From an optimization exercise on the open Yosys and OpenROAD flow, aimed at small area; shortcuts taken in it are not production practice. Only simulation tests tie the RTL to the original design; equivalence was not proved. Power and IR drop assume default switching activity. No driver is modelled on the clock port, so clocking that relies on it looks cheaper here than on a real chip.

==> flow/flow/run.sh <==
#!/bin/bash
# Standard ORFS layout with three changes to how the layout is made:
#  - synthesis maps the combinational logic with an area-oriented ABC script (flow/area.abc);
#    the registers, their names and cell types are those of the standard synthesis,
#  - ports are buffered with the smallest buffer,
#  - clock tree built with mid-size buffers and no dummy loads.
set -euo pipefail
work=$(pwd)
abc_script=$work/flow/area.abc

# The standard flow's synthesis script, with ABC pointed at the area script
{
	printf 'proc abc {args} {\n'
	printf '  set i [lsearch -exact $args -script]\n'
	printf '  if {$i >= 0} { lset args [expr {$i + 1}] %s }\n' "$abc_script"
	printf '  yosys abc {*}$args\n'
	printf '}\n'
	cat synth_recipe.tcl
} > area_synth.tcl

export BUFFER_PORTS_ARGS="-buffer_cell sky130_fd_sc_hd__buf_1"
export CTS_ARGS="-sink_clustering_enable -repair_clock_nets -dont_use_dummy_load -buf_list sky130_fd_sc_hd__clkbuf_8 -sink_clustering_size 16 -sink_clustering_max_diameter 50"

bash standard.sh SYNTH_SCRIPT="$work/area_synth.tcl" finish > "$work/flow.log" 2>&1
==> flow/flow/area.abc <==
strash
balance -l; resub -K 6 -l; rewrite -l; resub -K 6 -N 2 -l; refactor -l; resub -K 8 -l; balance -l; resub -K 8 -N 2 -l; rewrite -l; resub -K 10 -l; rewrite -z -l; resub -K 10 -N 2 -l; balance -l; resub -K 12 -l; refactor -z -l; resub -K 12 -N 2 -l; rewrite -z -l; balance -l
&get -n
&st
&dch
&nf -R 1000
&put
strash
balance -l; resub -K 6 -l; rewrite -l; resub -K 6 -N 2 -l; refactor -l; resub -K 8 -l; balance -l; resub -K 8 -N 2 -l; rewrite -l; resub -K 10 -l; rewrite -z -l; resub -K 10 -N 2 -l; balance -l; resub -K 12 -l; refactor -z -l; resub -K 12 -N 2 -l; rewrite -z -l; balance -l
&get -n
&st
&dch
&nf -R 1000
&put
topo
==> flow/standard.sh <==
#!/bin/bash
# synth_recipe.tcl (not shown) runs the flow's synth.tcl, then flattens the netlist and writes it again
# the make line also repeats each setting of config.mk as NAME=value (left out here)
make -C /OpenROAD-flow-scripts/flow DESIGN_CONFIG=/design/flow/config.mk WORK_HOME=/design/flow/orfs CLKGATE_MAP_FILE= SYNTH_SCRIPT=/design/flow/synth_recipe.tcl "${@:-finish}"
==> flow/config.mk <==
export PLATFORM = sky130hd
export DESIGN_NAME = nipcb_top
export DESIGN_NICKNAME = nipcb_top
export VERILOG_FILES = /design/flow/design.v
export SDC_FILE = /design/flow/constraint.sdc
export NUM_CORES = 4
export LEC_CHECK = 0
export CAP_MARGIN = 20
export CORE_MARGIN = 2
export CORE_UTILIZATION = 40
export SLEW_MARGIN = 20
==> flow/constraint.sdc <==
create_clock -name core_clock -period 6.0 [get_ports {HCLK}]
set_input_delay 1.2000 -clock core_clock [delete_from_list [all_inputs] [get_ports {HCLK}]]
set_output_delay 1.2000 -clock core_clock [all_outputs]
set_load 0.01 [all_outputs]
==> flow/design.v <==
`timescale 1ns/1ns
package nipcb_pkg;
	localparam int DATA_WIDTH = 32;
	localparam int MAG_W = 16;
	localparam int CH_COUNT = 4;
endpackage
`timescale 1ns/1ns
`timescale 1ns/1ns
`timescale 1ns/1ns
`timescale 1ns/1ns
module nipcb_top #(
	parameter int unsigned ADDR_BASE = 0
) (
	input logic HCLK,
	input logic HRESETn,
	input logic HSEL,
	input logic [7:0] HADDR,
	input logic [1:0] HTRANS,
	input logic [2:0] HSIZE,
	input logic HWRITE,
	input logic [31:0] HWDATA,
	input logic HREADY,
	output logic [31:0] HRDATA,
	output logic HREADYOUT,
	output logic HRESP,
	output logic [19:0] stim_out
);
	logic accept;
	logic bad;
	logic [3:0] strb;
	logic dp_read;
	logic dp_write;
	logic err_first;
	logic err_second;
	logic [3:0] dp_idx;
	logic [3:0] dp_strb;
	assign accept = HSEL && HTRANS[1] && HREADY;
	assign bad = (HADDR >= 8'd44) || HSIZE[2] || (HSIZE[1] && HSIZE[0]) ||
		(HWRITE && HADDR[5:2] == 4'd1);
	always_comb begin
		case (HSIZE[1:0])
			2'b00: strb = 4'b0001 << HADDR[1:0];
			2'b01: strb = HADDR[1] ? 4'b1100 : 4'b0011;
			default: strb = 4'b1111;
		endcase
	end
	always_ff @(posedge HCLK) begin
		if (!HRESETn) begin
			dp_read <= 1'b0;
			dp_write <= 1'b0;
			err_first <= 1'b0;
			err_second <= 1'b0;
		end else begin
			dp_read <= accept && !bad && !HWRITE;
			dp_write <= accept && !bad && HWRITE;
			err_first <= accept && bad;
			err_second <= err_first;
		end
	end
	always_ff @(posedge HCLK) begin
		dp_idx <= HADDR[5:2];
		dp_strb <= strb;
	end
	assign HREADYOUT = !err_first;
	assign HRESP = err_first || err_second;
	logic conf;
	logic [1:0] ch_sel;
	logic [31:0] cyc_high, cyc_low, cyc_delay, cyc_stall, cyc_count;
	logic [15:0] mag_high, mag_low;
	logic [31:0] wdata;
	logic [3:0] lane;
	logic sel_conf, sel_ch, sel_high, sel_low, sel_delay, sel_stall, sel_count;
	logic sel_magh, sel_magl, sel_trig;
	assign wdata = HRESETn ? HWDATA : 32'd0;
	assign lane = HRESETn ? (dp_write ? dp_strb : 4'b0000) : 4'b1111;
	assign sel_trig = dp_idx == 4'd0;
	assign sel_conf = dp_idx == 4'd2;
	assign sel_ch = dp_idx == 4'd3;
	assign sel_high = dp_idx == 4'd4;
	assign sel_low = dp_idx == 4'd5;
	assign sel_delay = dp_idx == 4'd6;
	assign sel_stall = dp_idx == 4'd7;
	assign sel_count = dp_idx[3] && dp_idx[1:0] == 2'd0;
	assign sel_magh = dp_idx[3] && dp_idx[1:0] == 2'd1;
	assign sel_magl = dp_idx[3] && dp_idx[1];
	always_ff @(posedge HCLK) begin
		if (lane[0] && (sel_conf || !HRESETn)) conf <= wdata[0];
		if (lane[0] && (sel_ch || !HRESETn)) ch_sel <= wdata[1:0];
		for (int b = 0; b < 4; b++) begin
			if (lane[b] && (sel_high || !HRESETn)) cyc_high[b*8 +: 8] <= wdata[b*8 +: 8];
			if (lane[b] && (sel_low || !HRESETn)) cyc_low[b*8 +: 8] <= wdata[b*8 +: 8];
			if (lane[b] && (sel_delay || !HRESETn)) cyc_delay[b*8 +: 8] <= wdata[b*8 +: 8];
			if (lane[b] && (sel_stall || !HRESETn)) cyc_stall[b*8 +: 8] <= wdata[b*8 +: 8];
			if (lane[b] && (sel_count || !HRESETn)) cyc_count[b*8 +: 8] <= wdata[b*8 +: 8];
		end
		for (int b = 0; b < 2; b++) begin
			if (lane[b] && (sel_magh || !HRESETn)) mag_high[b*8 +: 8] <= wdata[b*8 +: 8];
			if (lane[b] && (sel_magl || !HRESETn)) mag_low[b*8 +: 8] <= wdata[b*8 +: 8];
		end
	end
	localparam logic [2:0] ST_IDLE = 3'b000;
	localparam logic [2:0] ST_DELAY = 3'b001;
	localparam logic [2:0] ST_STALL = 3'b011;
	localparam logic [2:0] ST_HIGH = 3'b110;
	localparam logic [2:0] ST_LOW = 3'b100;
	logic [2:0] state;
	logic running;
	logic stim_start;
	logic [31:0] cnt;
	logic [31:0] pulses;
	logic cnt_last;
	logic pulse_last;
	logic [1:0] q_ch;
	logic [31:0] q_high, q_low, q_stall;
	logic [15:0] q_magh, q_magl;
	assign running = state[2] || state[0];
	always_ff @(posedge HCLK) begin
		if (!HRESETn) begin
			stim_start <= 1'b0;
		end else begin
			stim_start <= dp_write && sel_trig && dp_strb[0] && HWDATA[0] && conf && !running;
		end
	end
	always_ff @(posedge HCLK) begin
		if (!running) begin
			q_ch <= ch_sel;
			q_low <= cyc_low;
			q_stall <= cyc_stall;
			q_magh <= mag_high;
			q_magl <= mag_low;
		end
	end
	assign cnt_last = cnt[31:1] == 31'd0;
	assign pulse_last = pulses[31:1] == 31'd0;
	logic [31:0] qh_d;
	assign qh_d = running ? q_high : cyc_high;
	always_ff @(posedge HCLK) q_high <= qh_d;
	logic [31:0] dec_out;
	assign dec_out = (cnt_last ? pulses : cnt) - 1'b1;
	always_ff @(posedge HCLK) begin
		if (running && !cnt_last) begin
			cnt <= dec_out;
		end else begin
			case (state)
				ST_IDLE: cnt <= (cyc_delay != 32'd0) ? cyc_delay : qh_d;
				ST_HIGH: cnt <= q_low;
				ST_LOW: cnt <= (q_stall != 32'd0) ? q_stall : qh_d;
				default: cnt <= qh_d;
			endcase
		end
	end
	always_ff @(posedge HCLK) begin
		if (!running) begin
			pulses <= cyc_count;
		end else if (cnt_last && (state == ST_STALL || (state == ST_LOW && q_stall == 32'd0))) begin
			pulses <= dec_out;
		end
	end
	always_ff @(posedge HCLK) begin
		if (!HRESETn) begin
			state <= ST_IDLE;
		end else if (!running) begin
			if (stim_start) state <= (cyc_delay != 32'd0) ? ST_DELAY : ST_HIGH;
		end else if (cnt_last) begin
			case (state)
				ST_DELAY: state <= ST_HIGH;
				ST_HIGH: state <= ST_LOW;
				default: begin
					if (state == ST_LOW && q_stall != 32'd0) state <= ST_STALL;
					else if (pulse_last) state <= ST_IDLE;
					else state <= ST_HIGH;
				end
			endcase
		end
	end
	always_comb begin
		stim_out = 20'd0;
		if (state[2]) begin
			stim_out[19:16] = 4'b0001 << q_ch;
			stim_out[15:0] = state[1] ? q_magh : q_magl;
		end
	end
	always_comb begin
		HRDATA = 32'd0;
		if (dp_read) begin
			case (dp_idx)
				4'd1: HRDATA[0] = running;
				4'd2: HRDATA[0] = conf;
				4'd3: HRDATA[1:0] = ch_sel;
				4'd4: HRDATA = cyc_high;
				4'd5: HRDATA = cyc_low;
				4'd6: HRDATA = cyc_delay;
				4'd7: HRDATA = cyc_stall;
				4'd8: HRDATA = cyc_count;
				4'd9: HRDATA[15:0] = mag_high;
				4'd10: HRDATA[15:0] = mag_low;
				default: HRDATA = 32'd0;
			endcase
		end
	end
endmodule
==> flow_metrics.tcl, run 1 <==
set metrics [dict create \
    status "complete, no violations" \
    yosysMostFrequentCell "edfxtp_1" \
    synthXorXnorAreaFrac_pct 0.612 \
    start_util_pct 40.7 \
    ys.flop_type "edfxtp_1" \
    grt_pass1_wl_um 66000 \
    syn_area_per_cell_um2 13.2 \
    yosys_warnings 1 \
    synthesis.nets 1240 \
    synth_top_family_by_area "compound AO/OA/AOI/OAI gates" \
    io_buffer_count 102 \
    synthMuxAreaShare_pct 0.191 \
    relSlewSlack_pct 22.2 \
    total_power_mw 6.17 \
    critPathMostFrequentCell "nand2_1" \
    rsz0062_at_grt "yes" \
    cts_buffer_depth 3 \
    fin_area_um2 17700 \
    grtUsageTotal_pct 21.3 \
    grt-ovfl-total 0 \
    synth_compound_area_share_pct 14.6 \
    gp_congestion 0.902 \
    p_leak_nw 6.02 \
    synth_adder_area_share_pct 0.0794 \
    final_max_slew_viol_count 0 \
    drive_above_1_share_pct 7.94 \
    synthCells 1189 \
    cts_buffers 35 \
    powerDensity_nw_per_um2 348 \
    cts_tree "built" \
    yosysTopAreaCellShare_pct 62.0 \
    ir_drop_v 0.000175 \
    synth.cell_area_um2 15800 \
    tightest_slew_ns 1.17 \
    fin_nets 1414 \
    drt_first_pass_iters 6 \
    drcViolationCount 0 \
    cp-start-kind "flip-flop" \
    antenna_found_initial 0 \
    core_area_um2 38700 \
    tns_ns 0 \
    final_antenna_net_count 0 \
    maxCapViolations 0 \
    crit_arrival_ns 5.92 \
    rows 72 \
    cp_max_fo 4 \
    yosysSeqAreaShare_pct 72.1 \
    fp.dieW_um 202 \
    grt_pass1_vias 10900 \
    vias_per_cell 5.88 \
    finalClockSkew_ns 0.0492 \
    n_fill_cell 3542 \
    final-setup-viol-count 0 \
    clockRootBuffer "clkbuf_8" \
    clk_pin_slew_ns 0.09 \
    synth_area_leaders "edfxtp_1, dfxtp_1, nand2_1, a21oi_1, a222oi_1" \
    crit_required_ns 6.31 \
    period_share_pct 93.5 \
    end_kind "flip-flop" \
    synth-seq-cells 405 \
    wl_um 44600 \
    crit_type "flip-flop to flip-flop" \
    cp_slowest_stage_delay_ns 0.33 \
    vias 11100 \
    synth_edf_count 325 \
    synthTopCellsByCount "edfxtp_1, nand2_1, a21oi_1" \
    min_path_type "flip-flop to flip-flop" \
    drtIter0Drc 1223 \
    chipHeight_um 202 \
    diodes 0 \
    max_freq_ghz 0.178 \
    cp_slowest_cell "dfxtp_1" \
    wl_per_cell_um 23.7 \
    dieArea_um2 41000 \
    syn2layout_area_growth_pct 12.6 \
    boundaryPins 104 \
    clk_latency_ns 0.56 \
    yosysUniqueCellTypes 43 \
    htree_levels 2 \
    hpwl_um 28500 \
    async_reset_ff_share_pct 0 \
    fin_crit_ns 5.61 \
    synth_top_area_cell "edfxtp_1" \
    grt_max_degree 61 \
    clock-sinks 405 \
    fin_util_pct 45.8 \
    placed_area_um2 17100 \
    hold_viol_final 0 \
    synthSimpleGateAreaFrac_pct 11.9 \
]
## state kept, by name (all words and copies together), names as in the netlist, 2 cells and up
| name | cells |
|---|---|
| ch_sel | 2 |
| cnt | 32 |
| cyc_count | 32 |
| cyc_delay | 32 |
| cyc_high | 32 |
| cyc_low | 32 |
| cyc_stall | 32 |
| dp_idx | 4 |
| dp_strb | 4 |
| mag_high | 16 |
| mag_low | 16 |
| pulses | 32 |
| q_ch | 2 |
| q_high | 32 |
| q_low | 32 |
| q_magh | 16 |
| q_magl | 16 |
| q_stall | 32 |
| state | 3 |
## report_power, final
part           switching (mW)  internal [mW]  total (mW)
Clock                   0.830          0.525        1.36
Combinational           0.736          0.337        1.07
Sequential              0.242           3.50        3.74
Total                    1.81           4.36        6.17
## routing by layer
metal | up-vias | routed length [µm] | track usage, %
li1 | 5001 | - | -
met1 | 5450 | 19100 | 29.5
met2 | 526 | 20400 | 33.4
met3 | 75 | 3960 | 4.92
met4 | 0 | 1130 | 6.54
met5 | - | 0 | 0
## per-stage QoR
stage	hold slack, ns	setup WS, ns	std cells
detailed placement	0.429	0.206	1841
floorplan	0.406	0.0957	1189
global route	0.443	-0.0445	1879
finish	0.427	0.392	1879
CTS	0.430	0.180	1876
global placement	0.427	0.243	1840
## logic make-up after synthesis
| logic type | count (synthesis) |
|---|---|
| AO/OA/AOI/OAI | 336 |
| XOR/XNOR | 11 |
| adder cells (fa/ha/maj) | 1 |
| buffers and inverters | 23 |
| flip-flops | 405 |
| multiplexers | 3 |
| AND/OR/NAND/NOR | 410 |
## critical path: cells and delay by family, from the launching register on
| kind | cells | cell delay [ns] |
|---|---|---|
| muxes | 1 | 0.27 |
| DFF | 1 | 0.33 |
| and+or+nand+nor | 24 | 4.23 |
| AOI/OAI and AO/OA | 3 | 0.53 |
## area by class of cell
class | count | area, µm² | share of cell area [%]
tap | 518 | 648 | 3.66
sequential | 405 | 11400 | 64.1
inverter | 23 | 91.3 | 0.515
clock buffer | 35 | 482 | 2.72
timing repair buffer | 137 | 647 | 3.65
multi-input combinational | 761 | 4500 | 25.4
## placed cells by master, fill, tap and decap left out, types with 4 or more instances in the layout
cell type	instances
a21o_1	10
or2_0	7
buf_1	101
a21oi_2	7
nor2_2	9
nand3_1	10
a221o_1	14
nor4_2	4
and3_1	5
a22oi_1	20
xor2_1	6
nor2b_1	5
o21ai_0	35
clkinv_1	22
nor3_1	10
dfxtp_1	80
a221oi_1	27
nand2b_1	9
nor4_1	25
a21oi_1	120
buf_4	33
nand2_1	194
a21boi_0	9
a31oi_1	17
xnor2_1	5
o22ai_1	6
and2_0	38
a222oi_1	51
nor2_1	63
clkbuf_8	35
edfxtp_1	325
o21a_1	4
nand4_1	10
## final timing paths
kind | startpoint | to | slack [ns] | cells after the start
max reg2reg | cnt[21] | pulses[31] | 0.39 | 28
min | cyc_low[23] | q_low[23] | 0.43 | 0
min reg2reg | cyc_low[23] | q_low[23] | 0.43 | 0
max | cnt[21] | pulses[31] | 0.39 | 28
## repair_timing
item | in CTS | in global routing
resized for setup | 0 | 17
hold buffers | 0 | 0
endpoints found under the setup margin | 0 | 6
buffers inserted | 0 | 1
==> inputs of run 2 (changes only) <==
--- a/flow/flow/run.sh
+++ b/flow/flow/run.sh
@@ -1,6 +1,7 @@
 #!/bin/bash
 # Standard ORFS layout with three changes to how the layout is made:
-#  - synthesis maps the combinational logic with an area-oriented ABC script (flow/area.abc);
+#  - synthesis maps the combinational logic with an area-oriented ABC script (flow/area.abc,
+#    a timed deep resynthesis pass, then two rounds of rewriting and area mapping);
 #    the registers, their names and cell types are those of the standard synthesis,
 #  - ports are buffered with the smallest buffer,
 #  - clock tree built with mid-size buffers and no dummy loads.
--- a/flow/flow/area.abc
+++ b/flow/flow/area.abc
@@ -1,4 +1,7 @@
 strash
+&get -n
+&deepsyn -T 60
+&put
 balance -l; resub -K 6 -l; rewrite -l; resub -K 6 -N 2 -l; refactor -l; resub -K 8 -l; balance -l; resub -K 8 -N 2 -l; rewrite -l; resub -K 10 -l; rewrite -z -l; resub -K 10 -N 2 -l; balance -l; resub -K 12 -l; refactor -z -l; resub -K 12 -N 2 -l; rewrite -z -l; balance -l
 &get -n
 &st
==> flow/config.mk (replaced) <==
export PLATFORM = sky130hd
export DESIGN_NAME = nipcb_top
export DESIGN_NICKNAME = nipcb_top
export VERILOG_FILES = /design/flow/design.v
export SDC_FILE = /design/flow/constraint.sdc
export NUM_CORES = 4
export LEC_CHECK = 0
export CAP_MARGIN = 5
export CORE_MARGIN = 2
export CORE_UTILIZATION = 65
export SLEW_MARGIN = 5
==> flow_metrics.tcl, run 2 <==
set metrics [dict create \
    dieArea_um2 25200 \
    grt_util_met3_pct 5.51 \
    path_delay_family "simple AND/OR/NAND/NOR gates" \
    worstHoldStart "cyc_stall[14]" \
    core_area_um2 23500 \
    hpwl_um 26100 \
    vias 10900 \
    boundaryPins 104 \
    cts_buffers 36 \
    n_fill_cell 1601 \
    yosysMostFrequentCell "edfxtp_1" \
    relSlewSlack_pct 10.8 \
    drtIter0Drc 1720 \
    top_usage_layer "met2" \
    ys.flop_type "edfxtp_1" \
    yosys_warnings 1 \
    synth.cell_area_um2 15600 \
    gp_congestion 0.930 \
    fin_crit_ns 5.49 \
    final_antenna_net_count 0 \
    powerDensity_nw_per_um2 281 \
    cp-start-kind "flip-flop" \
    synth_area_leaders "edfxtp_1, dfxtp_1, nand2_1, a222oi_1, a21oi_1" \
    drcViolationCount 0 \
    diodes 0 \
    rows 56 \
    wl_um 41000 \
    crit_arrival_ns 5.76 \
    yosysTopAreaCellShare_pct 62.7 \
    fin_area_um2 17100 \
    cp_slowest_cell "nor4bb_1" \
    chipHeight_um 159 \
    tightest_slew_ns 1.34 \
    critPathMostFrequentCell "nand3_1" \
    cts_tree "built" \
    drive_above_1_share_pct 5.68 \
    end_kind "flip-flop" \
    rsz0062_at_grt "no" \
    crit_required_ns 6.27 \
    syn2layout_area_growth_pct 9.77 \
    yosysUniqueCellTypes 40 \
    wl_per_cell_um 25.5 \
    final-setup-viol-count 0 \
    period_share_pct 91.5 \
    async_reset_ff_share_pct 0 \
    fp.dieW_um 159 \
    io_buffer_count 102 \
    ir_drop_v 0.000241 \
    placed_area_um2 16600 \
    grtUsageTotal_pct 32.3 \
    cts_buffer_depth 3 \
    final_cell_mix "edfxtp_1, nand2_1, a21oi_1" \
    grt_use_met1_pct 47.7 \
    whs_ns 0.437 \
    r2r_end "pulses[31]" \
    start_util_pct 66.4 \
    min_path_type "flip-flop to flip-flop" \
    finalClockSkew_ns 0.0457 \
    clock-sinks 405 \
    final_max_slew_viol_count 0 \
    antenna_found_initial 0 \
    htree_levels 2 \
    hold_viol_final 0 \
    reg2regPathDepth 25 \
    vias_per_cell 6.77 \
    grt_pass1_wl_um 62000 \
    yosysSeqAreaShare_pct 72.9 \
    synthesis.nets 1180 \
    crit_type "flip-flop to flip-flop" \
    synth_top_area_cell "edfxtp_1" \
    clockRootBuffer "clkbuf_8" \
    grt_max_degree 80 \
    hold_depth 0 \
    synthTopCellsByCount "edfxtp_1, nand2_1, a21oi_1" \
    rr_startpoint "cnt[25]" \
    maxCapViolations 0 \
    cp_slowest_stage_delay_ns 0.43 \
    synth-seq-cells 405 \
    min_to "q_stall[14]" \
    clk_pin_slew_ns 0.10 \
    status "complete, no violations" \
    syn_area_per_cell_um2 13.8 \
    p_leak_nw 5.86 \
    drt_first_pass_iters 8 \
    final_common_cell "edfxtp_1" \
    r2r_slack_ns 0.51 \
    cp_max_fo 3 \
    grt_pass1_vias 10600 \
    synth_edf_count 325 \
    clk_latency_ns 0.56 \
    tns_ns 0 \
    synthCells 1129 \
    path_buf_inv 4 \
    grt-ovfl-total 0 \
    fin_nets 1339 \
    met2_usage_pct 50.3 \
    postCtsSetupRepairBufs 0 \
    max_freq_ghz 0.182 \
]
==> run 2: cell types whose count changed after synthesis, sizes merged, moves of 6 or more <==
cell,delta
and2,-6
nor2,-23
xnor2,+12
a22o,+19
a21o,-10
a221oi,-16
o22ai,-6
clkinv,-11
nand2,-10
a21oi,-23
a222oi,+12
and3,+13
a31oi,+6
==> run 2: timing repair <==
item,in CTS,in global routing
endpoints found under the setup margin,0,1
resized for setup,0,1
hold buffers,0,0
==> run 2: logic make-up after synthesis <==
logic type	count (synthesis)	synth area share (%)
flip-flops	405	72.9
AND/OR/NAND/NOR	377	11.3
AO/OA/AOI/OAI	305	13.8
XOR/XNOR	28	1.57
buffers and inverters	12	0.289
multiplexers	1	0.0643
adder cells (fa/ha/maj)	1	0.0803
==> run 2: cell type report <==
type,count,area (µm²),share of cell area [%]
Multi-Input combinational cell,712,4250,24.9
Inverter,12,50.0,0.293
Clock buffer,36,495,2.90
Sequential cell,405,11400,66.4
Tap cell,319,399,2.33
Timing Repair Buffer,121,539,3.15
==> run 2: worst max path at each step <==
stage                     startpoint    endpoint  slack [ns]  cells after the start
after floorplan             state[0]   pulses[0]        0.21                      4
after global placement       cnt[25]  pulses[31]        0.64                     25
after detailed placement     cnt[25]  pulses[31]        0.57                     25
after CTS                    cnt[25]  pulses[31]        0.52                     25
after global routing         cnt[25]  pulses[31]        0.02                     25
final                        cnt[25]  pulses[31]        0.51                     25
==> run 2: power by group <==
group | internal, mW | switching [mW] | total, mW
Clock | 0.539 | 0.818 | 1.36
Combinational | 0.0630 | 0.151 | 0.214
Sequential | 3.16 | 0.0695 | 3.23
==> run 2: worst register-to-register path, cell delays in order, from the launching register on <==
cell and delay (ns):
dfxtp_1 0.32, nor4_1 0.40, nand4_1 0.26, nor2_2 0.21
mux2i_1 0.31, and3_1 0.24, and3_1 0.20, and3_1 0.23
nand3_1 0.14, clkinv_1 0.07, and3_1 0.19, nand3_1 0.13
clkinv_1 0.07, nand3_1 0.11, or2_0 0.28, clkinv_1 0.06
nand3_1 0.12, nor4bb_1 0.43, nor2b_1 0.27, nand3_1 0.15
clkinv_1 0.07, nand3_1 0.14, nor4bb_2 0.40, nand3_1 0.15
xnor2_1 0.19, o21ai_0 0.09
==> run 2: metal layers <==
metal | up-vias | routed length [µm]
li1 | 4805 | -
met1 | 5256 | 16300
met3 | 77 | 4800
met5 | - | 0
met4 | 0 | 1000
met2 | 730 | 18900
==> run 2: through the flow <==
step	power, mW	std cells	setup WS (ns)	utilization [%]
5_1_grt	4.94	1605	0.0217	72.8
6_report	4.81	1605	0.507	72.8
3_3_place_gp	3.50	1569	0.639	70.7
4_1_cts	4.80	1605	0.516	72.8
3_5_place_dp	3.51	1569	0.566	70.7
2_1_floorplan	3.39	1129	0.206	-
==> inputs of run 3 (changes only) <==
--- a/flow/design.v
+++ b/flow/design.v
@@ -131,7 +131,7 @@
 		end
 	end
 	assign cnt_last = cnt[31:1] == 31'd0;
-	assign pulse_last = pulses[31:1] == 31'd0;
+	assign pulse_last = pulse_last_q;
 	logic [31:0] qh_d;
 	assign qh_d = running ? q_high : cyc_high;
 	always_ff @(posedge HCLK) q_high <= qh_d;
@@ -149,12 +149,20 @@
 			endcase
 		end
 	end
-	always_ff @(posedge HCLK) begin
+	logic [31:0] pulses_d;
+	logic pulse_last_q;
+	always_comb begin
 		if (!running) begin
-			pulses <= cyc_count;
+			pulses_d = cyc_count;
 		end else if (cnt_last && (state == ST_STALL || (state == ST_LOW && q_stall == 32'd0))) begin
-			pulses <= dec_out;
-		end
+			pulses_d = dec_out;
+		end else begin
+			pulses_d = pulses;
+		end
+	end
+	always_ff @(posedge HCLK) begin
+		pulses <= pulses_d;
+		pulse_last_q <= pulses_d[31:1] == 31'd0;
 	end
 	always_ff @(posedge HCLK) begin
 		if (!HRESETn) begin
@@ -181,21 +189,22 @@
 		end
 	end
 	always_comb begin
-		HRDATA = 32'd0;
-		if (dp_read) begin
-			case (dp_idx)
-				4'd1: HRDATA[0] = running;
-				4'd2: HRDATA[0] = conf;
-				4'd3: HRDATA[1:0] = ch_sel;
-				4'd4: HRDATA = cyc_high;
-				4'd5: HRDATA = cyc_low;
-				4'd6: HRDATA = cyc_delay;
-				4'd7: HRDATA = cyc_stall;
-				4'd8: HRDATA = cyc_count;
-				4'd9: HRDATA[15:0] = mag_high;
-				4'd10: HRDATA[15:0] = mag_low;
-				default: HRDATA = 32'd0;
-			endcase
-		end
+		logic rd_flags, rd_conf, rd_ch, rd_high, rd_low, rd_delay, rd_stall, rd_count, rd_magh, rd_magl;
+		rd_flags = dp_read && dp_idx == 4'd1;
+		rd_conf = dp_read && sel_conf;
+		rd_ch = dp_read && sel_ch;
+		rd_high = dp_read && sel_high;
+		rd_low = dp_read && sel_low;
+		rd_delay = dp_read && sel_delay;
+		rd_stall = dp_read && sel_stall;
+		rd_count = dp_read && sel_count;
+		rd_magh = dp_read && sel_magh;
+		rd_magl = dp_read && sel_magl;
+		HRDATA = ({32{rd_high}} & cyc_high) | ({32{rd_low}} & cyc_low) |
+			({32{rd_delay}} & cyc_delay) | ({32{rd_stall}} & cyc_stall) |
+			({32{rd_count}} & cyc_count) |
+			({32{rd_magh}} & {16'd0, mag_high}) | ({32{rd_magl}} & {16'd0, mag_low}) |
+			({32{rd_ch}} & {30'd0, ch_sel}) | ({32{rd_conf}} & {31'd0, conf}) |
+			({32{rd_flags}} & {31'd0, running});
 	end
 endmodule
--- a/flow/flow/run.sh
+++ b/flow/flow/run.sh
@@ -20,6 +20,6 @@
 } > area_synth.tcl
 
 export BUFFER_PORTS_ARGS="-buffer_cell sky130_fd_sc_hd__buf_1"
-export CTS_ARGS="-sink_clustering_enable -repair_clock_nets -dont_use_dummy_load -buf_list sky130_fd_sc_hd__clkbuf_8 -sink_clustering_size 16 -sink_clustering_max_diameter 50"
+export CTS_ARGS="-sink_clustering_enable -repair_clock_nets -dont_use_dummy_load -buf_list sky130_fd_sc_hd__clkbuf_16 -sink_clustering_size 32 -sink_clustering_max_diameter 80"
 
 bash standard.sh SYNTH_SCRIPT="$work/area_synth.tcl" finish > "$work/flow.log" 2>&1
--- a/flow/flow/area.abc
+++ b/flow/flow/area.abc
@@ -1,7 +1,4 @@
 strash
-&get -n
-&deepsyn -T 60
-&put
 balance -l; resub -K 6 -l; rewrite -l; resub -K 6 -N 2 -l; refactor -l; resub -K 8 -l; balance -l; resub -K 8 -N 2 -l; rewrite -l; resub -K 10 -l; rewrite -z -l; resub -K 10 -N 2 -l; balance -l; resub -K 12 -l; refactor -z -l; resub -K 12 -N 2 -l; rewrite -z -l; balance -l
 &get -n
 &st
==> flow_metrics.tcl, run 3 <==
set metrics [dict create \
    final_common_cell "edfxtp_1" \
    clk_latency_ns 0.53 \
    synth_area_leaders "edfxtp_1, dfxtp_1, nand2_1, a222oi_1, a21oi_1" \
    rsz0062_at_grt "no" \
    drt_first_pass_iters 7 \
    powerDensity_nw_per_um2 354 \
    fin_nets 1369 \
    htree_levels 1 \
    fp.dieW_um 158 \
    cp_slowest_stage_delay_ns 0.55 \
    syn2layout_area_growth_pct 10.2 \
    synth-seq-cells 406 \
    end_kind "flip-flop" \
    drive_above_1_share_pct 6.00 \
    synth_top_area_cell "edfxtp_1" \
    final_cell_mix "edfxtp_1, nand2_1, dfxtp_1" \
    async_reset_ff_share_pct 0 \
    synthTopCellsByCount "edfxtp_1, nand2_1, dfxtp_1" \
    core_area_um2 23400 \
    yosysMostFrequentCell "edfxtp_1" \
    synth_edf_count 294 \
    maxCapViolations 0 \
    crit_arrival_ns 6.10 \
    gp_congestion 0.916 \
    hpwl_um 26000 \
    chipHeight_um 158 \
    start_util_pct 66.1 \
    max_freq_ghz 0.176 \
    syn_area_per_cell_um2 13.3 \
    grt_pass1_wl_um 60300 \
    cp-start-kind "flip-flop" \
    seqCellArea_um2 11100 \
    boundaryPins 104 \
    p_leak_nw 6.06 \
    wl_per_cell_um 25.2 \
    ys.flop_type "edfxtp_1" \
    drtIter0Drc 1663 \
    synthCells 1161 \
    grt_pass1_vias 10200 \
    crit_type "flip-flop to flip-flop" \
    final-setup-viol-count 0 \
    clockRootBuffer "clkbuf_16" \
    yosys_warnings 1 \
    grtUsageTotal_pct 33.0 \
    vias 10900 \
    synthesis.nets 1212 \
    n_fill_cell 1657 \
    cp_max_fo 3 \
    wl_um 41200 \
    vias_per_cell 6.67 \
    cp_slowest_cell "or4_1" \
    diodes 0 \
    cts_buffers 16 \
    final_antenna_net_count 0 \
    yosysUniqueCellTypes 41 \
    tightest_slew_ns 1.22 \
    final_max_slew_viol_count 0 \
    cts_buffer_depth 3 \
    multi_input_area_um2 4370 \
    rows 56 \
    status "complete, no violations" \
    min_path_type "flip-flop to flip-flop" \
    crit_chain "nor4_2, nand4_1, buf_4, nor2_4, mux2i_1, ha_1, and3_1, and2_0, and3_1, nand2_1, xor2_1, nand2_1, nand2_1, or4_1, nor4_1, or4b_1, nor3_1, nand4b_1, or4_1, nor4_1, nor3b_1, nor4b_2, nor4b_2" \
    grt-ovfl-total 0 \
    finalClockSkew_ns 0.0375 \
    synth.cell_area_um2 15500 \
    fin_crit_ns 5.68 \
    grt_max_degree 81 \
    yosysSeqAreaShare_pct 71.6 \
    hold_viol_final 0 \
    ir_drop_v 0.000297 \
    drcViolationCount 0 \
    clock-sinks 406 \
    dieArea_um2 25000 \
    crit_required_ns 6.42 \
    io_buffer_count 102 \
    period_share_pct 94.6 \
    clk_pin_slew_ns 0.11 \
    relSlewSlack_pct 18.8 \
    yosysTopAreaCellShare_pct 57.1 \
    tns_ns 0 \
    cts_tree "built" \
    antenna_found_initial 0 \
    fin_util_pct 72.8 \
    critPathMostFrequentCell "nand2_1" \
]
## run 3: cell types whose count changed after synthesis, sizes merged, moves of 13 or more
cell	delta
a22o	-19
clkinv	+20
nor2	+23
nand2	-24
o22ai	+13
a31oi	-17
edfxtp	-31
nand3	+15
a22oi	+36
dfxtp	+32
a21oi	-21
## run 3: stage by stage
step                setup slack [ns]  hold WS [ns]  std cells  power [mW]  cell area [µm²]
global route                  0.0318         0.445       1635        6.26            17000
detailed placement             0.131         0.430       1617        4.78            16600
floorplan                     0.0361         0.403       1161        4.33            15500
finish                         0.322         0.441       1635        6.04            17000
CTS                           0.0390         0.439       1633        5.99            17000
global placement               0.205         0.413       1617        4.76            16600
## run 3: kinds of logic (layout without fill, tap and decap cells)
kind of cell / Yosys count / in the layout / synth area share [%]
XOR/XNOR: 29 / 29 / 1.64
multiplexers: 8 / 8 / 0.518
flip-flops: 406 / 406 / 71.6
AO/OA/AOI/OAI: 299 / 299 / 13.7
AND/OR/NAND/NOR: 386 / 386 / 11.7
buffers and inverters: 32 / 187 / 0.777
adder cells (fa/ha/maj): 1 / 1 / 0.0809
## run 3: final cells by class
type,instances,area share (%)
Sequential cell,406,65.0
Multi-Input combinational cell,723,25.7
Timing Repair Buffer,139,3.88
Clock buffer,16,2.35
Tap cell,319,2.34
Inverter,32,0.778
## run 3: timing repair
action / in CTS / in global routing
setup buffers: 0 / 2
resized for setup: 0 / 12
hold buffers: 0 / 0
endpoints found under the setup margin: 0 / 2
## run 3: metal layers
metal  vias up  track usage [%]  part of all wire, %
met1      5340             47.7                   41
met2       622             52.9                   47
met4         0             7.89                  1.8
li1       4880                -                    -
met3        65             5.91                   10
met5         -                0                    0
## run 3: path summary, 6_finish.rpt
check                      end  cells past startpoint  slack [ns]       from
setup / recovery  pulse_last_q                     23        0.32    cnt[18]
setup reg to reg  pulse_last_q                     23        0.32    cnt[18]
hold / removal      err_second                      2        0.44  err_first
hold reg to reg     err_second                      2        0.44  err_first
## run 3: power breakdown
group          switching, mW  internal, mW  total, mW
sequential             0.209          3.43       3.64
combinational          0.765         0.370       1.14
clock                  0.779         0.487       1.27
total                   1.75          4.29       6.04
## run 3: worst max-delay path, delay by kind of cell, from the launching register on
kind,cells,cell delay (ns)
xor gates and xnor gates,1,0.19
buffers and inverters,1,0.17
adders and majority gates,1,0.20
and+or+nand+nor,19,4.40
muxes,1,0.27
DFF,1,0.34
==> inputs of run 4 (changes only) <==
--- a/flow/config.mk
+++ b/flow/config.mk
@@ -5,7 +5,8 @@
 export SDC_FILE = /design/flow/constraint.sdc
 export NUM_CORES = 4
 export LEC_CHECK = 0
-export CAP_MARGIN = 5
+export CAP_MARGIN = 0
 export CORE_MARGIN = 2
 export CORE_UTILIZATION = 65
-export SLEW_MARGIN = 5
+export GPL_TIMING_DRIVEN = 0
+export SLEW_MARGIN = 0
==> flow_metrics.tcl, run 4 <==
set metrics [dict create \
    status "complete, no violations" \
    syn_area_per_cell_um2 13.3 \
    crit_required_ns 6.44 \
    fin_crit_ns 5.85 \
    clk_pin_slew_ns 0.12 \
    cp_slowest_stage_delay_ns 0.57 \
    p_leak_nw 6.02 \
    path_buf_inv 0 \
    post-place-ws_ns -3.35 \
    end_kind "flip-flop" \
    powerDensity_nw_per_um2 357 \
    clockRootBuffer "clkbuf_16" \
    min_path_type "flip-flop to flip-flop" \
    grtUsageTotal_pct 33.4 \
    synth_area_leaders "edfxtp_1, dfxtp_1, nand2_1, a222oi_1, a21oi_1" \
    grt_max_degree 157 \
    ys.flop_type "edfxtp_1" \
    dieArea_um2 25000 \
    crit_type "flip-flop to flip-flop" \
    crit_arrival_ns 6.30 \
    yosysSeqAreaShare_pct 71.6 \
    wl_um 42600 \
    htree_levels 1 \
    clk_latency_ns 0.54 \
    total_power_mw 6.12 \
    drt_first_pass_iters 6 \
    io_buffer_count 102 \
    tightest_slew_ns 1.39 \
    synth_top_area_cell "edfxtp_1" \
    synth-seq-cells 406 \
    rows 56 \
    yosysUniqueCellTypes 41 \
    vias_per_cell 6.89 \
    relSlewSlack_pct 6.88 \
    maxCapViolations 0 \
    path_delay_family "simple AND/OR/NAND/NOR gates" \
    wl_per_cell_um 26.3 \
    yosysMostFrequentCell "edfxtp_1" \
    whs_ns 0.430 \
    async_reset_ff_share_pct 0 \
    final_cell_mix "edfxtp_1, nand2_1, dfxtp_1" \
    cp-start-kind "flip-flop" \
    final_antenna_net_count 0 \
    final_common_cell "edfxtp_1" \
    yosysTopAreaCellShare_pct 57.1 \
    synth_edf_count 294 \
    gp_congestion 0.907 \
    cts_buffers 16 \
    drive_above_1_share_pct 6.15 \
    synthesis.nets 1212 \
    cts_tree "built" \
    critPathMostFrequentCell "or4_1" \
    tns_ns 0 \
    cp_max_fo 14 \
    synthTopCellsByCount "edfxtp_1, nand2_1, dfxtp_1" \
    clock-sinks 406 \
    max_freq_ghz 0.171 \
    diodes 0 \
    synthCells 1161 \
    vias 11100 \
    boundaryPins 104 \
    finalClockSkew_ns 0.0315 \
    cts_buffer_depth 3 \
    grt_pass1_wl_um 61300 \
    drcViolationCount 0 \
    period_share_pct 97.6 \
    final_max_slew_viol_count 0 \
    yosys_warnings 1 \
    met1_length_um 16300 \
    core_area_um2 23400 \
    fin_nets 1353 \
    hpwl_um 25500 \
    dr_wl_met3_um 5200 \
    n_fill_cell 1617 \
    syn2layout_area_growth_pct 10.9 \
    crit_chain "nor4_2, nand4_1, nor4_4, o21a_4, nor2_4, a22oi_1, o21ai_0, or4_1, or4_1, nor4_2, or4b_1, nor3_1, nand4b_1, or4_1, nor4_1, nor3b_2, nor4b_2, nor4b_4" \
    finalWorstSetupSlack_ns 0.146 \
    highest_layer "met4" \
    grt-ovfl-total 0 \
    synth.cell_area_um2 15500 \
    met2_wirelength_um 19900 \
    fp.dieW_um 158 \
    chipHeight_um 158 \
    cp_slowest_cell "or4_1" \
    antenna_found_initial 0 \
    final-setup-viol-count 0 \
    grt_pass1_vias 10400 \
    start_util_pct 66.1 \
    drtIter0Drc 1791 \
    hold_viol_final 0 \
    ir_drop_v 0.000385 \
]
[run 4: cell counts after synthesis]
No cell type changed its count.
[run 4: timing repair]
| action | 4_1_cts | 5_1_grt |
|---|---|---|
| pin swaps | 5 | 4 |
| gates cloned | 3 | 1 |
| setup buffers | 5 | 3 |
| hold buffers | 0 | 0 |
| setup endpoints to repair | 11 | 2 |
| gates resized for setup | 18 | 18 |
[run 4: worst min-delay path, delay by kind of cell, from the launching register on]
kind | cells | cell delay, ns
DFF | 1 | 0.33
and+or+nand+nor | 1 | 0.03
buffers and inverters | 1 | 0.05
[run 4: layer usage]
metal,global-route usage (%),vias to the layer above
met4,11.3,0
met5,0,-
met1,47.8,5401
met3,6.27,106
met2,52.3,785
li1,-,4855
[run 4: final cells by class]
class | count | area (µm²) | share of cell area [%]
clock buffer | 16 | 400 | 2.33
sequential | 406 | 11100 | 64.6
timing repair buffer | 119 | 591 | 3.44
multi-input combinational | 726 | 4520 | 26.4
tap | 319 | 399 | 2.33
timing repair inverter | 1 | 11.3 | 0.0657
inverter | 32 | 148 | 0.861
[run 4: cell families (layout without fill, tap and decap cells)]
logic type                 count (synthesis)  in the layout  share of synthesized area, %
AOI/OAI and AO/OA                        299            299                          13.7
xor gates and xnor gates                  29             29                          1.64
adders and majority gates                  1              1                        0.0809
buffers and inverters                     32            168                         0.777
DFF                                      406            406                          71.6
muxes                                      8              8                         0.518
and+or+nand+nor                          386            389                          11.7
[run 4: worst paths after layout]
kind / slack (ns) / start / endpoint / depth (start not counted)
min: 0.43 / err_first / err_second / 2
max reg2reg: 0.15 / q_stall[25] / pulse_last_q / 18
max: 0.15 / q_stall[25] / pulse_last_q / 18
min reg2reg: 0.43 / err_first / err_second / 2
[run 4: through the flow]
step | instances | cell area [µm²] | util, %
3_5_place_dp | 1591 | 16500 | 70.3
5_1_grt | 1619 | 17100 | 73.3
3_3_place_gp | 1582 | 16300 | 69.5
2_1_floorplan | 1161 | 15500 | -
6_report | 1619 | 17100 | 73.3
4_1_cts | 1615 | 17000 | 72.7
[run 4: where the power goes]
group	internal (mW)	leakage [nW]	switching, mW	total (mW)
clock	0.487	0.197	0.788	1.27
combinational	0.386	1.86	0.786	1.17
sequential	3.43	3.97	0.249	3.68
total	4.30	6.02	1.82	6.12
==> inputs of run 5 (changes only) <==
--- a/flow/flow/run.sh
+++ b/flow/flow/run.sh
@@ -20,6 +20,6 @@
 } > area_synth.tcl
 
 export BUFFER_PORTS_ARGS="-buffer_cell sky130_fd_sc_hd__buf_1"
-export CTS_ARGS="-sink_clustering_enable -repair_clock_nets -dont_use_dummy_load -buf_list sky130_fd_sc_hd__clkbuf_16 -sink_clustering_size 32 -sink_clustering_max_diameter 80"
+export CTS_ARGS="-sink_clustering_enable -repair_clock_nets -dont_use_dummy_load -buf_list sky130_fd_sc_hd__clkbuf_4 -sink_clustering_size 8 -sink_clustering_max_diameter 30"
 
 bash standard.sh SYNTH_SCRIPT="$work/area_synth.tcl" finish > "$work/flow.log" 2>&1
==> flow/config.mk (replaced) <==
export PLATFORM = sky130hd
export DESIGN_NAME = nipcb_top
export DESIGN_NICKNAME = nipcb_top
export VERILOG_FILES = /design/flow/design.v
export SDC_FILE = /design/flow/constraint.sdc
export NUM_CORES = 4
export LEC_CHECK = 0
export CAP_MARGIN = 5
export CORE_MARGIN = 2
export CORE_UTILIZATION = 65
export SLEW_MARGIN = 5
==> flow_metrics.tcl, run 5 <==
set metrics [dict create \
    fin_crit_ns 5.65 \
    io_buffer_count 102 \
    maxCapViolations 0 \
    cts_buffers 72 \
    cp_slowest_stage_delay_ns 0.54 \
    r2r_end "pulse_last_q" \
    yosysMostFrequentCell "edfxtp_1" \
    rr_startpoint "cnt[13]" \
    rows 56 \
    cts_tree "built" \
    hold_depth 0 \
    yosysTopAreaCellShare_pct 57.1 \
    end_kind "flip-flop" \
    async_reset_ff_share_pct 0 \
    htree_levels 3 \
    synth.cell_area_um2 15500 \
    boundaryPins 104 \
    drtIter0Drc 1708 \
    period_share_pct 94.1 \
    final_cell_mix "edfxtp_1, nand2_1, dfxtp_1" \
    fin_nets 1425 \
    min_to "q_stall[6]" \
    final_common_cell "edfxtp_1" \
    drt_first_pass_iters 10 \
    chipHeight_um 158 \
    yosysUniqueCellTypes 41 \
    antenna_found_initial 1 \
    tightest_slew_ns 1.16 \
    status "complete, no violations" \
    clk_latency_ns 0.71 \
    synth_edf_count 294 \
    clk_pin_slew_ns 0.09 \
    max_freq_ghz 0.177 \
    wl_um 41900 \
    fp.dieW_um 158 \
    start_util_pct 66.1 \
    synth_top_area_cell "edfxtp_1" \
    dieArea_um2 25000 \
    synthCells 1161 \
    grtUsageTotal_pct 33.8 \
    final_antenna_net_count 0 \
    finalClockSkew_ns 0.0706 \
    drcViolationCount 0 \
    dp_cells 1617 \
    tns_ns 0 \
    final_max_slew_viol_count 0 \
    clock-sinks 406 \
    crit_chain "nor4_1, nand4_1, nor2_4, mux2i_1, ha_1, and3_1, and2_0, and3_1, nand2_1, xor2_1, nand2_1, nand2_1, or4_1, nor4_1, or4b_1, nor3_1, nand4b_1, or4_1, nor4_1, nor3b_1, nor4b_2, nor4b_2" \
    syn2layout_area_growth_pct 11.1 \
    cp-start-kind "flip-flop" \
    whs_ns 0.412 \
    yosysSeqAreaShare_pct 71.6 \
    grt-ovfl-total 0 \
    drive_above_1_share_pct 9.91 \
    grt_max_degree 81 \
    grt_pass1_wl_um 61300 \
    hold_viol_final 0 \
    powerDensity_nw_per_um2 361 \
    vias_per_cell 6.61 \
    reg2regPathDepth 22 \
    cts_buffer_depth 3 \
    rsz0062_at_grt "no" \
    grt_pass1_vias 10600 \
    hpwl_um 26000 \
    crit_required_ns 6.58 \
    synthesis.nets 1212 \
    min_path_type "flip-flop to flip-flop" \
    fin_cells 1692 \
    cp_max_fo 3 \
    wl_per_cell_um 24.8 \
    ys.flop_type "edfxtp_1" \
    synth_area_leaders "edfxtp_1, dfxtp_1, nand2_1, a222oi_1, a21oi_1" \
    cp_slowest_cell "or4_1" \
    r2r_slack_ns 0.35 \
    vias 11200 \
    synthTopCellsByCount "edfxtp_1, nand2_1, dfxtp_1" \
    relSlewSlack_pct 22.6 \
    clockRootBuffer "clkbuf_4" \
    ir_drop_v 0.000248 \
    yosys_warnings 1 \
    worstHoldStart "cyc_stall[6]" \
    synth-seq-cells 406 \
    p_leak_nw 6.20 \
    gp_congestion 0.916 \
    crit_type "flip-flop to flip-flop" \
    syn_area_per_cell_um2 13.3 \
    core_area_um2 23400 \
    crit_arrival_ns 6.22 \
    final-setup-viol-count 0 \
    n_fill_cell 1681 \
]
run 5: cell counts after synthesis:
Identical to the previous run, type by type.
run 5: logic make-up (layout without fill, tap and decap cells):
family | after synthesis | after routing | share of synthesized area [%]
muxes | 8 | 8 | 0.518
buffers and inverters | 32 | 243 | 0.777
DFF | 406 | 406 | 71.6
and+or+nand+nor | 386 | 386 | 11.7
other | 0 | 1 | 0
adders and majority gates | 1 | 1 | 0.0809
xor gates and xnor gates | 29 | 29 | 1.64
AOI/OAI and AO/OA | 299 | 299 | 13.7
run 5: timing repair:
item	CTS	global route
setup buffers	0	2
endpoints found under the setup margin	0	1
gates resized for setup	0	13
hold buffers	0	0
run 5: area by class of cell:
cell class,instances,area (µm²),share of cell area (%)
Antenna cell,1,2.50,0.0146
Clock buffer,72,541,3.15
Inverter,32,133,0.772
Multi-Input combinational cell,723,4380,25.5
Sequential cell,406,11100,64.4
Tap cell,319,399,2.32
Timing Repair Buffer,139,662,3.85
run 5: power by group:
group | switching [mW] | total [mW] | leakage [nW] | internal (mW)
logic | 0.767 | 1.14 | 1.90 | 0.371
registers | 0.211 | 3.64 | 3.97 | 3.43
clock network | 0.878 | 1.43 | 0.331 | 0.551
total | 1.86 | 6.21 | 6.20 | 4.35
run 5: worst max-delay path: cells and delay by family (launching register included):
kind | cells | cell delay [ns]
XOR/XNOR | 1 | 0.19
adder cells (fa/ha/maj) | 1 | 0.19
flip-flops | 1 | 0.33
multiplexers | 1 | 0.25
AND/OR/NAND/NOR | 19 | 4.56
run 5: metal layers:
layer | GRT usage [%] | vias to the layer above | share of wire (%)
met2 | 53.2 | 723 | 47
met4 | 11.0 | 0 | 2.2
met1 | 47.2 | 5359 | 39
li1 | - | 5013 | -
met3 | 7.86 | 86 | 12
met5 | 0 | - | 0
run 5: stage by stage:
step | total power [mW] | setup WS [ns] | cell area (µm²) | utilization [%]
after global placement | 4.76 | 0.205 | 16600 | 70.7
after global routing | 6.47 | 0.0763 | 17200 | 73.4
after floorplan | 4.33 | 0.0361 | 15500 | -
after CTS | 6.16 | 0.0592 | 17100 | 73.1
after detailed placement | 4.78 | 0.131 | 16600 | 70.7
final | 6.21 | 0.352 | 17200 | 73.4
run 5: how the worst max path moves through the flow:
stage,start,endpoint,slack (ns),cells after the start
global placement,cnt[17],pulse_last_q,0.20,22
global route,cnt[17],pulse_last_q,0.08,23
floorplan,state[2],pulse_last_q,0.04,17
CTS,cnt[17],pulse_last_q,0.06,24
detailed placement,cnt[17],pulse_last_q,0.13,24
finish,cnt[13],pulse_last_q,0.35,22
==> inputs of run 6 (changes only) <==
--- a/flow/flow/run.sh
+++ b/flow/flow/run.sh
@@ -20,6 +20,6 @@
 } > area_synth.tcl
 
 export BUFFER_PORTS_ARGS="-buffer_cell sky130_fd_sc_hd__buf_1"
-export CTS_ARGS="-sink_clustering_enable -repair_clock_nets -dont_use_dummy_load -buf_list sky130_fd_sc_hd__clkbuf_4 -sink_clustering_size 8 -sink_clustering_max_diameter 30"
+export CTS_ARGS="-sink_clustering_enable -repair_clock_nets -dont_use_dummy_load -buf_list sky130_fd_sc_hd__clkbuf_16 -sink_clustering_size 24 -sink_clustering_max_diameter 60"
 
 bash standard.sh SYNTH_SCRIPT="$work/area_synth.tcl" finish > "$work/flow.log" 2>&1
--- a/flow/flow/area.abc
+++ b/flow/flow/area.abc
@@ -1,4 +1,7 @@
 strash
+&get -n
+&deepsyn -T 60
+&put
 balance -l; resub -K 6 -l; rewrite -l; resub -K 6 -N 2 -l; refactor -l; resub -K 8 -l; balance -l; resub -K 8 -N 2 -l; rewrite -l; resub -K 10 -l; rewrite -z -l; resub -K 10 -N 2 -l; balance -l; resub -K 12 -l; refactor -z -l; resub -K 12 -N 2 -l; rewrite -z -l; balance -l
 &get -n
 &st
==> flow_metrics.tcl, run 6 <==
set metrics [dict create \
    synth-seq-cells 406 \
    fin_cells 1699 \
    dp_cells 1668 \
    yosysSeqAreaShare_pct 71.9 \
    finalWorstSetupSlack_ns -0.336 \
    r2r_end "pulse_last_q" \
    drcViolationCount 0 \
    cts_tree "built" \
    final-setup-viol-count 1 \
    rows 56 \
    drive_above_1_share_pct 13.1 \
    antenna_found_initial 0 \
    rr_startpoint "cnt[1]" \
    clk_latency_ns 0.55 \
    synthesis.nets 1196 \
    rsz0062_at_grt "yes" \
    syn2layout_area_growth_pct 16.4 \
    yosys_warnings 1 \
    status "finished with violations" \
    syn_area_per_cell_um2 13.4 \
    clockRootBuffer "clkbuf_16" \
    met1_length_um 16900 \
    grt_pass1_wl_um 65200 \
    worstHoldStart "cyc_low[26]" \
    io_buffer_count 102 \
    powerDensity_nw_per_um2 408 \
    met2_wirelength_um 20400 \
    ys.flop_type "edfxtp_1" \
    synth.cell_area_um2 15400 \
    hpwl_um 27300 \
    cts_buffers 26 \
    max_freq_ghz 0.158 \
    cp_slowest_cell "or4_4" \
    clk_pin_slew_ns 0.08 \
    period_share_pct 106 \
    wl_um 44200 \
    start_util_pct 66.0 \
    wl_per_cell_um 26.0 \
    htree_levels 1 \
    final_cell_mix "edfxtp_1, nand2_1, dfxtp_1" \
    crit_type "flip-flop to flip-flop" \
    cp-start-kind "flip-flop" \
    whs_ns 0.441 \
    min_path_type "flip-flop to flip-flop" \
    yosysTopAreaCellShare_pct 57.4 \
    final_antenna_net_count 0 \
    chipHeight_um 158 \
    synthCells 1145 \
    tightest_slew_ns 1.29 \
    hold_viol_final 0 \
    path_buf_inv 2 \
    finalClockSkew_ns 0.0449 \
    min_to "q_low[26]" \
    diodes 0 \
    n_fill_cell 1536 \
    total_power_mw 7.32 \
    dieArea_um2 24900 \
    yosysUniqueCellTypes 40 \
    maxCapViolations 0 \
    fin_crit_ns 6.34 \
    synth_edf_count 294 \
    ir_drop_v 0.000295 \
    relSlewSlack_pct 13.9 \
    hold_buffers 0 \
    grtUsageTotal_pct 35.5 \
    final_common_cell "edfxtp_1" \
    async_reset_ff_share_pct 0 \
    grt-ovfl-total 0 \
    fp.dieW_um 158 \
    r2r_slack_ns -0.34 \
    grt_max_degree 58 \
    cp_max_fo 2 \
    vias_per_cell 6.82 \
    synth_area_leaders "edfxtp_1, dfxtp_1, nand2_1, a222oi_1, nor2_1" \
    drt_first_pass_iters 9 \
    cts_buffer_depth 3 \
    core_area_um2 23300 \
    hold_depth 0 \
    synth_top_area_cell "edfxtp_1" \
    path_delay_family "simple AND/OR/NAND/NOR gates" \
    boundaryPins 104 \
    highest_layer "met4" \
    p_leak_nw 6.47 \
    cp_slowest_stage_delay_ns 0.55 \
    crit_chain "nor4_1, nand4_1, nor2_4, mux2i_2, ha_2, and3_4, nand3_1, a211oi_2, buf_4, nand4_1, clkinv_1, nand3_2, a211oi_2, nand4_1, xnor2_1, o21ai_1, or4_4, or4_1, or4_1, or4_4, or4_1, or3_1, nor3_2" \
    so_faults "negative setup slack" \
    reg2regPathDepth 23 \
    crit_arrival_ns 6.79 \
    fin_nets 1433 \
    crit_required_ns 6.45 \
    yosysMostFrequentCell "edfxtp_1" \
    clock-sinks 406 \
    final_max_slew_viol_count 0 \
    drtIter0Drc 1711 \
    grt_pass1_vias 11200 \
    synthTopCellsByCount "edfxtp_1, nand2_1, dfxtp_1" \
    dr_wl_met3_um 5400 \
    gp_congestion 0.943 \
    vias 11600 \
    end_kind "flip-flop" \
]
run 6: layout make-up:
cell class	instances	area, µm²	share of cell area, %
Sequential cell	406	11100	61.8
Multi-Input combinational cell	724	4520	25.2
Timing Repair Buffer	209	1190	6.65
Clock buffer	26	651	3.63
Tap cell	319	399	2.23
Inverter	15	83.8	0.468
run 6: through the flow:
stage	TNS [ns]	cell area [µm²]	util, %	setup slack, ns
after floorplan	0	15400	-	0.0716
after global placement	-0.360	17000	72.9	-0.360
after detailed placement	-0.569	17000	72.9	-0.569
after CTS	-0.185	17800	76.4	-0.185
after global routing	-0.590	17900	76.8	-0.556
final	-0.336	17900	76.8	-0.336
run 6: cell families (layout without fill, tap and decap cells):
family                   Yosys count  count (layout)  share of synthesized area (%)
AO/OA/AOI/OAI                    301             301                           14.0
multiplexers                       1               1                         0.0650
XOR/XNOR                          30              30                           1.71
flip-flops                       406             406                           71.9
buffers and inverters             15             250                          0.366
adder cells (fa/ha/maj)            1               1                         0.0813
AND/OR/NAND/NOR                  391             391                           11.9
run 6: timing repair:
| action | in CTS | in global routing |
|---|---|---|
| setup endpoints to repair | 2 | 5 |
| endpoints found under the hold margin | 0 | 0 |
| setup buffers | 2 | 3 |
| pin swaps | 5 | 13 |
| resized for setup | 26 | 13 |
run 6: routing by layer:
metal	up-vias	track usage [%]
li1	5017	-
met1	5633	50.8
met2	809	55.8
met3	123	6.62
met4	0	11.8
met5	-	0
run 6: worst max-delay path by stage:
stage / from / end / depth (start not counted)
finish: cnt[1] / pulse_last_q / 23
detailed placement: cnt[13] / pulse_last_q / 30
global route: cnt[18] / pulse_last_q / 31
floorplan: cnt[21] / pulse_last_q / 22
CTS: cnt[17] / pulse_last_q / 25
global placement: cnt[13] / pulse_last_q / 24
run 6: power by group:
| part | switching (mW) | internal [mW] | total (mW) |
|---|---|---|---|
| logic | 1.11 | 0.701 | 1.82 |
| clock network | 0.834 | 0.765 | 1.60 |
| registers | 0.289 | 3.61 | 3.90 |
| total | 2.24 | 5.08 | 7.32 |
==> inputs of run 7 (changes only) <==
--- a/flow/design.v
+++ b/flow/design.v
@@ -110,6 +110,10 @@
 	logic [31:0] pulses;
 	logic cnt_last;
 	logic pulse_last;
+	logic pulse_last_q;
+	logic [31:0] dec_out;
+	logic [31:0] pulses_d;
+	logic [31:0] qh_d;
 	logic [1:0] q_ch;
 	logic [31:0] q_high, q_low, q_stall;
 	logic [15:0] q_magh, q_magl;
@@ -132,10 +136,8 @@
 	end
 	assign cnt_last = cnt[31:1] == 31'd0;
 	assign pulse_last = pulse_last_q;
-	logic [31:0] qh_d;
 	assign qh_d = running ? q_high : cyc_high;
 	always_ff @(posedge HCLK) q_high <= qh_d;
-	logic [31:0] dec_out;
 	assign dec_out = (cnt_last ? pulses : cnt) - 1'b1;
 	always_ff @(posedge HCLK) begin
 		if (running && !cnt_last) begin
@@ -149,8 +151,6 @@
 			endcase
 		end
 	end
-	logic [31:0] pulses_d;
-	logic pulse_last_q;
 	always_comb begin
 		if (!running) begin
 			pulses_d = cyc_count;
--- a/flow/flow/run.sh
+++ b/flow/flow/run.sh
@@ -1,10 +1,11 @@
 #!/bin/bash
 # Standard ORFS layout with three changes to how the layout is made:
 #  - synthesis maps the combinational logic with an area-oriented ABC script (flow/area.abc,
-#    a timed deep resynthesis pass, then two rounds of rewriting and area mapping);
+#    two rounds of rewriting and area mapping within 30% of the best delay);
 #    the registers, their names and cell types are those of the standard synthesis,
 #  - ports are buffered with the smallest buffer,
-#  - clock tree built with mid-size buffers and no dummy loads.
+#  - clock tree built from clkbuf_16 buffers, each driving a cluster of up to 24 registers,
+#    and no dummy loads.
 set -euo pipefail
 work=$(pwd)
 abc_script=$work/flow/area.abc
==> flow/flow/area.abc (replaced) <==
strash
balance -l; resub -K 6 -l; rewrite -l; resub -K 6 -N 2 -l; refactor -l; resub -K 8 -l; balance -l; resub -K 8 -N 2 -l; rewrite -l; resub -K 10 -l; rewrite -z -l; resub -K 10 -N 2 -l; balance -l; resub -K 12 -l; refactor -z -l; resub -K 12 -N 2 -l; rewrite -z -l; balance -l
&get -n
&st
&dch
&nf -R 30
&put
strash
balance -l; resub -K 6 -l; rewrite -l; resub -K 6 -N 2 -l; refactor -l; resub -K 8 -l; balance -l; resub -K 8 -N 2 -l; rewrite -l; resub -K 10 -l; rewrite -z -l; resub -K 10 -N 2 -l; balance -l; resub -K 12 -l; refactor -z -l; resub -K 12 -N 2 -l; rewrite -z -l; balance -l
&get -n
&st
&dch
&nf -R 30
&put
topo
==> flow_metrics.tcl, run 7 <==
set metrics [dict create \
    synth.cell_area_um2 15500 \
    cp-start-kind "flip-flop" \
    crit_required_ns 6.45 \
    yosysSeqAreaShare_pct 71.5 \
    final_cell_mix "edfxtp_1, nand2_1, dfxtp_1" \
    total_power_mw 6.84 \
    hpwl_um 26600 \
    period_share_pct 96.1 \
    boundaryPins 104 \
    postCtsSetupRepairBufs 0 \
    drcViolationCount 0 \
    core_area_um2 23400 \
    r2r_slack_ns 0.23 \
    htree_levels 1 \
    syn_area_per_cell_um2 13.3 \
    wl_um 42800 \
    start_util_pct 66.1 \
    fin_area_um2 17300 \
    ir_drop_v 0.000277 \
    ys.flop_type "edfxtp_1" \
    min_to "q_magl[5]" \
    fin_cells 1651 \
    p_leak_nw 6.19 \
    synth_edf_count 294 \
    hold_viol_final 0 \
    hold_depth 0 \
    synth-seq-cells 406 \
    grt_max_degree 69 \
    grt_pass1_vias 10600 \
    yosysMostFrequentCell "edfxtp_1" \
    cp_slowest_cell "or4_4" \
    cp_max_fo 4 \
    yosys_warnings 1 \
    synthesis.nets 1211 \
    r2r_end "pulse_last_q" \
    clockRootBuffer "clkbuf_16" \
    cts_buffer_depth 3 \
    hold_buffers 0 \
    grt-ovfl-total 0 \
    fin_nets 1385 \
    rsz0062_at_grt "no" \
    crit_arrival_ns 6.22 \
    final-setup-viol-count 0 \
    relSlewSlack_pct 7.14 \
    cts_buffers 25 \
    io_buffer_count 102 \
    max_freq_ghz 0.173 \
    placed_area_um2 16600 \
    vias_per_cell 6.80 \
    cp_slowest_stage_delay_ns 0.55 \
    finalClockSkew_ns 0.0380 \
    crit_type "flip-flop to flip-flop" \
    tightest_slew_ns 1.39 \
    synth_top_area_cell "edfxtp_1" \
    syn2layout_area_growth_pct 12.1 \
    rr_startpoint "cnt[26]" \
    yosysTopAreaCellShare_pct 57.1 \
    diodes 0 \
    wl_per_cell_um 25.9 \
    fin_crit_ns 5.77 \
    clk_latency_ns 0.56 \
    end_kind "flip-flop" \
    reg2regPathDepth 21 \
    vias 11200 \
    antenna_found_initial 0 \
    grtUsageTotal_pct 34.1 \
    drive_above_1_share_pct 7.21 \
    worstHoldStart "mag_low[5]" \
    synthCells 1160 \
    synth_area_leaders "edfxtp_1, dfxtp_1, nand2_1, a222oi_1, a22oi_1" \
    drtIter0Drc 1840 \
    cts_tree "built" \
    fp.dieW_um 158 \
    status "complete, no violations" \
    gp_congestion 0.916 \
    min_path_type "flip-flop to flip-flop" \
    maxCapViolations 0 \
    synthTopCellsByCount "edfxtp_1, nand2_1, dfxtp_1" \
    drt_first_pass_iters 8 \
    final_max_slew_viol_count 0 \
    grt_pass1_wl_um 62500 \
    async_reset_ff_share_pct 0 \
    whs_ns 0.428 \
    clock-sinks 406 \
    clk_pin_slew_ns 0.09 \
    final_common_cell "edfxtp_1" \
    powerDensity_nw_per_um2 394 \
    yosysUniqueCellTypes 40 \
    crit_chain "nor4_1, nand4_1, buf_4, nor2_4, mux2i_2, ha_2, a31oi_1, or2_0, nand2_1, nand2_1, or4_4, or4_1, or3_1, or4_1, or3_1, or3_1, nor4_2, nand2_1, or4_1, nor4_2, nor4b_4" \
    dp_cells 1626 \
    chipHeight_um 158 \
    tns_ns 0 \
    rows 56 \
    dieArea_um2 25100 \
    final_antenna_net_count 0 \
]
==> run 7: changes by cell type in the layout (fill, tap and decap cells not counted), moves of 11 or more <==
cell and delta:
buf_4 -61, a22oi_1 +23, a21oi_1 +22, a32oi_1 -20, o22ai_1 -17, a221o_1 +16
a22o_1 -16, clkinv_1 +11, nor2_1 -11
==> run 7: worst max-delay path by stage <==
stage	startpoint	end	depth (start not counted)
CTS	cnt[17]	pulse_last_q	22
global route	cnt[26]	pulse_last_q	21
global placement	cnt[17]	pulse_last_q	22
finish	cnt[26]	pulse_last_q	21
detailed placement	cnt[17]	pulse_last_q	22
floorplan	state[2]	pulse_last_q	17
==> run 7: kinds of logic after synthesis <==
kind of cell    after synthesis  share of synthesized area (%)
compound gates              302                           13.8
xor+xnor                     27                           1.53
fa+ha+maj                     1                         0.0808
buf+inv                      25                          0.606
flops                       406                           71.5
mux                           8                          0.517
simple gates                391                           11.9
==> run 7: layer usage <==
layer  track usage (%)  up-vias  part of all wire (%)
met5                 0        -                     0
met4              10.9        0                   3.0
met3              5.23      101                    11
met2              54.0      764                    46
met1              49.3     5445                    40
li1                  -     4920                     -
==> run 7: stage by stage <==
step / setup slack (ns) / utilization [%]
finish: 0.234 / 74.1
floorplan: 0.0857 / -
CTS: 0.00311 / 73.8
global placement: 0.116 / 71.1
global route: 0.00604 / 74.1
detailed placement: 0.0571 / 71.1
==> run 7: power by group <==
group,internal (mW),switching (mW)
logic,0.482,0.996
registers,3.53,0.246
clock network,0.737,0.854
total,4.75,2.10
==> run 7: area by class of cell <==
cell class                 instances  area (µm²)
sequential                       406       11100
fill                            1626        6060
multi-input combinational        729        4420
timing repair buffer             147         722
clock buffer                      25         626
tap                              319         399
inverter                          25         106
==> run 7: timing repair <==
action                                  in CTS  in global routing
endpoints found under the hold margin        0                  0
endpoints found under the setup margin       0                  1
gates resized for setup                      0                 12
==> run 7: critical path, delay by kind of cell (launching register included) <==
family          cells  cell delay [ns]
buf+inv             1             0.19
flops               1             0.35
fa+ha+maj           1             0.23
simple gates       17             4.60
mux                 1             0.26
compound gates      1             0.06

-- what the ideal ports hide --
How much do the figures lean on ideal ports? The routed layouts below were timed once more, with nothing changed but the port constraints.
Step 1 assumes that a clkbuf_16 drives the clock port and a buf_2 every other input.
Step 2 also shifts input and output timing later by t, the mid clock arrival at the registers, as if the neighbouring blocks saw the same clock.
a / b / c = ideal ports / drivers / drivers and shift; a / b = the first two.
| run | shift t [ns] | setup WS [ns] | worst setup path after step 2 | slew at the worst register clock pin (ns) |
|---|---|---|---|---|
| run 1 | 0.587 | 0.392 / 0.392 / 0.392 | register to register | 0.10 / 0.10 |
| run 2 | 0.584 | 0.507 / 0.507 / 0.507 | register to register | 0.10 / 0.10 |
| run 3 | 0.560 | 0.322 / 0.322 / 0.322 | register to register | 0.12 / 0.12 |
| run 4 | 0.577 | 0.146 / 0.146 / 0.146 | register to register | 0.12 / 0.12 |
| run 5 | 0.719 | 0.352 / 0.352 / 0.352 | register to register | 0.09 / 0.09 |
| run 6 | 0.580 | -0.336 / -0.336 / -0.336 | register to register | 0.09 / 0.09 |
| run 7 | 0.587 | 0.234 / 0.234 / 0.234 | register to register | 0.09 / 0.09 |
